What follows belongs to an exercise in optimizing a design on an open flow for small area; a production flow would make more cautious choices.
Function was checked by simulation only, so behaviour that the tests miss may differ from the original.
Power figures rest on the tool's default switching activity, not on a simulated workload.

==> flow/design.v (excerpt) <==
module ray_gen
#(
  parameter int WIDTH  = 320,
  parameter int HEIGHT = 240
) (
  input  logic                            clk,
  input  logic                            reset,
  input  logic                            i_start,
  input  logic signed [0:2][31:0]         i_eye,
  input  logic signed [0:2][31:0]         i_base,
  input  logic signed [0:2][31:0]         i_du,
  input  logic signed [0:2][31:0]         i_dv,
  output logic signed [0:1][0:2][31:0]    o_ray,
  output logic                            o_valid,
  input  logic                            i_ready,
  output logic [$clog2(WIDTH+1)-1:0]      o_px,
  output logic [$clog2(HEIGHT+1)-1:0]     o_py,
  output logic                            o_last,
  output logic                            o_busy,
  output logic                            o_done,
  output logic                            o_overflow
);
Size in the first run: ~500 flip-flops, ~600 I/O pins, roughly 20000 um^2 of cells after synthesis.
clock: 5.0 ns
lec_check: 0
cap_margin: 20
core_margin: 2
core_utilization: 65
cts_buf_list: sky130_fd_sc_hd__clkbuf_4
cts_cluster_diameter: 40
cts_cluster_size: 8
place_density: 0.75
slew_margin: 20
standard.sh (not shown) runs the stock make flow with config.mk's settings and CLKGATE_MAP_FILE= SYNTH_SCRIPT=/design/flow/synth_recipe.tcl, a recipe that flattens the netlist after the stock synthesis.
==> flow/flow/run.sh <==
#!/bin/bash
set -euo pipefail
export BUFFER_PORTS_ARGS="-buffer_cell sky130_fd_sc_hd__buf_1"
bash standard.sh > standard.log 2>&1
The first run ran to the end with no violations.
Change:
--- a/flow/config.mk
+++ b/flow/config.mk
@@ -11,3 +11,3 @@
-export CTS_BUF_LIST = sky130_fd_sc_hd__clkbuf_4
-export CTS_CLUSTER_DIAMETER = 40
-export CTS_CLUSTER_SIZE = 8
+export CTS_BUF_LIST = sky130_fd_sc_hd__clkbuf_8
+export CTS_CLUSTER_DIAMETER = 60
+export CTS_CLUSTER_SIZE = 16
Total power drops by 3.3%. Cell area drops by 1.2%. Sequential power is about the same. Final cell count drops by 2.7%. Routed wire length drops by about 0.6%. Synthesized cell count stays the same. Fmax drops by 0.93%. Via count drops by about 2.3%. Global-route usage drops by 0.19 points.


Another version of the RTL of ray_gen (not shown whole).
Size in the first run: about 1400 cells after synthesis, roughly 500 flip-flops, ~600 I/O pins, roughly 0.020 mm2 of cells after synthesis.
Settings: LEC_CHECK=0, CAP_MARGIN=20, CORE_MARGIN=2, CORE_UTILIZATION=65, CTS_BUF_LIST=sky130_fd_sc_hd__clkbuf_8, CTS_CLUSTER_DIAMETER=60, CTS_CLUSTER_SIZE=16, PLACE_DENSITY=0.75, SLEW_MARGIN=20; clock period 5.0 ns.
Scripts as last shown in full above: flow/flow/run.sh
Then changed:
Settings changed: CORE_UTILIZATION 65 to 70, PLACE_DENSITY 0.75 to 0.8.
Wire length grows by 2.6%. Combinational power grows by about 3%. Synthesized area stays the same. Worst setup slack degrades by 23 ps. Global-route usage grows by 3.9 points. First-iteration DRC count grows by 18%.


Setup of run A:
The RTL this note starts from:
==> flow/design.v <==
package ray_pkg;
  typedef logic signed [31:0] fip32_t;
  typedef fip32_t [0:2] vec3_t;
  typedef vec3_t [0:1] ray_t;
  localparam fip32_t FIP_ONE = 32'sh0001_0000;
  typedef enum logic {
    IDLE = 1'b0,
    RUN  = 1'b1
  } state_t;
endpackage
module fip_32_adder (
  input  logic signed [31:0] a,
  input  logic signed [31:0] b,
  output logic signed [31:0] sum,
  output logic               overflow
);
  localparam int N = 32;
  localparam int L = 5;   
  logic [N-1:0] p;
  logic [N-1:0] g;
  logic [N-1:0] gu [0:L];
  logic [N-1:0] pu [0:L];
  logic [N-1:0] gd [0:L-1];
  logic [N-1:0] pd [0:L-1];
  logic [N-1:0] an, bn, sn;
  assign an = ~a;
  assign bn = ~b;
  assign p = an ^ bn;
  assign g = {an[N-1:1] & bn[N-1:1], (an[0] & bn[0]) | (an[0] ^ bn[0])};
  assign gu[0] = g;
  assign pu[0] = p;
  for (genvar l = 0; l < L; l++) begin : g_up
    for (genvar i = 0; i < N; i++) begin : g_bit
      if ((i + 1) % (2 << l) == 0) begin : g_node
        assign gu[l+1][i] = gu[l][i] | (pu[l][i] & gu[l][i - (1 << l)]);
        assign pu[l+1][i] = pu[l][i] & pu[l][i - (1 << l)];
      end else begin : g_pass
        assign gu[l+1][i] = gu[l][i];
        assign pu[l+1][i] = pu[l][i];
      end
    end
  end
  for (genvar k = 0; k < L - 1; k++) begin : g_dn
    localparam int l = L - 2 - k;
    for (genvar i = 0; i < N; i++) begin : g_bit
      if (((i + 1) % (2 << l) == (1 << l)) && (i >= (2 << l))) begin : g_node
        if (k == 0) begin : g_first
          assign gd[k][i] = gu[L][i] | (pu[L][i] & gu[L][i - (1 << l)]);
          assign pd[k][i] = pu[L][i] & pu[L][i - (1 << l)];
        end else begin : g_next
          assign gd[k][i] = gd[k-1][i] | (pd[k-1][i] & gd[k-1][i - (1 << l)]);
          assign pd[k][i] = pd[k-1][i] & pd[k-1][i - (1 << l)];
        end
      end else begin : g_pass
        if (k == 0) begin : g_first
          assign gd[k][i] = gu[L][i];
          assign pd[k][i] = pu[L][i];
        end else begin : g_next
          assign gd[k][i] = gd[k-1][i];
          assign pd[k][i] = pd[k-1][i];
        end
      end
    end
  end
  assign sn[0] = ~p[0];
  for (genvar i = 1; i < N; i++) begin : g_sum
    assign sn[i] = p[i] ^ gd[L-2][i-1];
  end
  assign sum = ~sn;
  assign overflow = (a[31] == b[31]) && (sum[31] != a[31]);
endmodule
module ray_gen_vec3_add
(
  input  logic signed [0:2][31:0] a,
  input  logic signed [0:2][31:0] b,
  output logic signed [0:2][31:0] sum,
  output logic                    overflow
);
  logic [2:0] comp_ovf;
  for (genvar c = 0; c < 3; c++) begin : g_comp
    fip_32_adder u_add (
      .a        (a[c]),
      .b        (b[c]),
      .sum      (sum[c]),
      .overflow (comp_ovf[c])
    );
  end
  assign overflow = |comp_ovf;
endmodule
module ray_gen
#(
  parameter int WIDTH  = 320,
  parameter int HEIGHT = 240
) (
  input  logic                            clk,
  input  logic                            reset,
  input  logic                            i_start,
  input  logic signed [0:2][31:0]         i_eye,
  input  logic signed [0:2][31:0]         i_base,
  input  logic signed [0:2][31:0]         i_du,
  input  logic signed [0:2][31:0]         i_dv,
  output logic signed [0:1][0:2][31:0]    o_ray,
  output logic                            o_valid,
  input  logic                            i_ready,
  output logic [$clog2(WIDTH+1)-1:0]      o_px,
  output logic [$clog2(HEIGHT+1)-1:0]     o_py,
  output logic                            o_last,
  output logic                            o_busy,
  output logic                            o_done,
  output logic                            o_overflow
);
  localparam int PXW = $clog2(WIDTH + 1);
  localparam int PYW = $clog2(HEIGHT + 1);
  localparam logic [PXW-1:0] PX_LAST = PXW'(WIDTH - 1);
  localparam logic [PYW-1:0] PY_LAST = PYW'(HEIGHT - 1);
  logic            run;
  ray_pkg::vec3_t  eye_q;
  ray_pkg::vec3_t  du_q;
  ray_pkg::vec3_t  dv_q;
  ray_pkg::vec3_t  dir_q;
  ray_pkg::vec3_t  row_base_q;
  ray_pkg::vec3_t  add_a;
  ray_pkg::vec3_t  add_b;
  ray_pkg::vec3_t  add_sum;
  logic            add_ovf;
  logic row_end;
  logic last_px;
  logic run_d;
  logic row_end_d;
  logic sel_dir;    
  logic sel_row;    
  assign last_px = row_end && (o_py == PY_LAST);
  logic a_dir, a_row, b_du, b_dv;
  assign a_dir = sel_dir | (sel_row & !i_ready);
  assign a_row = sel_row & i_ready;
  assign b_du  = sel_dir & i_ready;
  assign b_dv  = sel_row & i_ready;
  assign add_a = ({96{a_dir}} & dir_q) | ({96{a_row}} & row_base_q) | ({96{!run}} & i_base);
  assign add_b = ({96{b_du}} & du_q) | ({96{b_dv}} & dv_q);
  ray_gen_vec3_add u_add (
    .a        (add_a),
    .b        (add_b),
    .sum      (add_sum),
    .overflow (add_ovf)
  );
  assign o_ray[0] = eye_q;
  assign o_ray[1] = dir_q;
  assign o_valid  = run;
  assign o_busy   = run;
  assign o_last   = last_px;
  always_comb begin
    if (!run) begin
      run_d     = i_start;
      row_end_d = (WIDTH == 1);
    end else if (i_ready) begin
      run_d     = !last_px;
      row_end_d = row_end ? (WIDTH == 1) : (o_px == PX_LAST - 1'b1);
    end else begin
      run_d     = 1'b1;
      row_end_d = row_end;
    end
  end
  always_ff @(posedge clk or posedge reset) begin
    if (reset) begin
      run        <= 1'b0;
      sel_dir    <= 1'b0;
      sel_row    <= 1'b0;
      o_done     <= 1'b0;
      o_overflow <= 1'b0;
    end else begin
      run     <= run_d;
      sel_dir <= run_d && !row_end_d;
      sel_row <= run_d && row_end_d;
      o_done  <= run && i_ready && last_px;
      if (!run) begin
        if (i_start) o_overflow <= 1'b0;
      end else if (i_ready && !last_px) begin
        o_overflow <= o_overflow | add_ovf;
      end
    end
  end
  always_ff @(posedge clk) begin
    if (!run) begin
      eye_q <= i_eye;
      du_q  <= i_du;
      dv_q  <= i_dv;
      o_px  <= '0;
      o_py  <= '0;
    end else if (i_ready) begin
      if (row_end) begin
        o_px <= '0;
        o_py <= o_py + 1'b1;
      end else begin
        o_px <= o_px + 1'b1;
      end
    end
  end
  always_ff @(posedge clk) begin
    row_end <= row_end_d;
    dir_q   <= add_sum;
    if (o_px == '0) row_base_q <= dir_q;
  end
endmodule
==> flow/config.mk <==
export PLATFORM = sky130hd
export DESIGN_NAME = ray_gen
export DESIGN_NICKNAME = ray_gen
export VERILOG_FILES = /design/flow/design.v
export SDC_FILE = /design/flow/constraint.sdc
export NUM_CORES = 4
export LEC_CHECK = 0
export CAP_MARGIN = 20
export CORE_MARGIN = 2
export CORE_UTILIZATION = 55
export CTS_BUF_LIST = sky130_fd_sc_hd__clkbuf_16
export CTS_CLUSTER_DIAMETER = 70
export CTS_CLUSTER_SIZE = 24
export PLACE_DENSITY = 0.65
export SLEW_MARGIN = 20
==> flow/constraint.sdc <==
create_clock -name core_clock -period 5.0 [get_ports {clk}]
set_input_delay 1.0000 -clock core_clock [delete_from_list [all_inputs] [get_ports {clk}]]
set_output_delay 1.0000 -clock core_clock [all_outputs]
set_load 0.01 [all_outputs]
Scripts as last shown in full above: flow/flow/run.sh
The inputs of run B differ from those of run A as listed below.
Settings: CTS_CLUSTER_SIZE changed from 24 to 16; PLACE_DENSITY removed (was 0.65); ABC_AREA newly set to 1; CTS_BUF_LIST changed from sky130_fd_sc_hd__clkbuf_16 to sky130_fd_sc_hd__clkbuf_8; CTS_CLUSTER_DIAMETER changed from 70 to 60; CORE_UTILIZATION changed from 55 to 40.
==> comparison <==
- Final wirelength deteriorates in run B relative to run A.
- Going from run A to run B, power dropped 0.00057 W; fraction of area in clock buffers and inverters lost 1.2 points; overall routing resource usage now sits lower.
- Run B has clock-buffer cell count above what run A had.
- Compared with run A, in run B post-layout minimum cycle time decreased 0.54 ns, switching part of the total power increased 2.0 points.
diff inputs: run B => run C
Settings: swapping 40 for 65 in CORE_UTILIZATION; putting PLACE_DENSITY at 0.75 where nothing was set; clearing ABC_AREA, which used to be 1.
Results
- Layout buffering overhead excluding clock cells delta for run C relative to run B: 1.6 points higher
- Run C ends up with higher non-clock buffer count in the final layout than run B does.
- Run C and run B ended up with nearly the same synthesis-to-finish area growth.
What run D does differently from run C at the input level:
Settings: a change of CORE_UTILIZATION from 65 to 40; a change of SLEW_MARGIN from 20 to 0; a deleted PLACE_DENSITY that had been 0.75; a change of CAP_MARGIN from 20 to 0.
- Run D -> run C: count of sequential standard cells delta 0, exact match
- Run D against run C: HPWL after detailed placement went down by about 2.6%; wire length stayed essentially flat; maximum frequency -about 2.5%; share of power burned in combinational logic fell 2.5 points; transition time at the pin with the least slew margin higher.
- In the route summary, run D ends up with a via count below that of run C.

==> port drivers added, routing unchanged <==
How much do the figures lean on ideal ports? The routed layouts below were timed once more, with nothing changed but the port constraints. Step 1: set_driving_cell puts a clkbuf_16 on clk and a buf_2 on each other input, an assumption about the parent block. Step 2 also shifts input and output timing later by t, the mid clock arrival at the registers, as if the neighbouring blocks saw the same clock. a / b / c = ideal / step 1 / step 2; a / b = the first two.
| run | shift t [ns] | slack for setup (ns) | cell pins on the clock port's net |
|---|---|---|---|
| the first run of note 1 | 0.748 | 0.947 / 0.947 / 0.300 | 1 |
| the second run of note 1 | 0.617 | 0.909 / 0.911 / 0.308 | 1 |
| the first run of note 2 | 0.623 | 0.846 / 0.861 / 0.238 | 1 |
| the second run of note 2 | 0.616 | 0.823 / 0.848 / 0.232 | 1 |
| run A | 0.595 | 0.401 / 0.424 / -0.171 | 1 |
| run B | 0.703 | 0.943 / 0.943 / 0.376 | 1 |
| run C | 0.617 | 0.484 / 0.482 / -0.135 | 1 |
| run D | 0.694 | 0.366 / 0.393 / -0.300 | 1 |
With both steps, setup timing fails in run A, run C and run D, where it was met with ideal ports. The setup slack of run D, which loses most, moves by +0.027 ns with the drivers and by -0.666 ns with both steps.
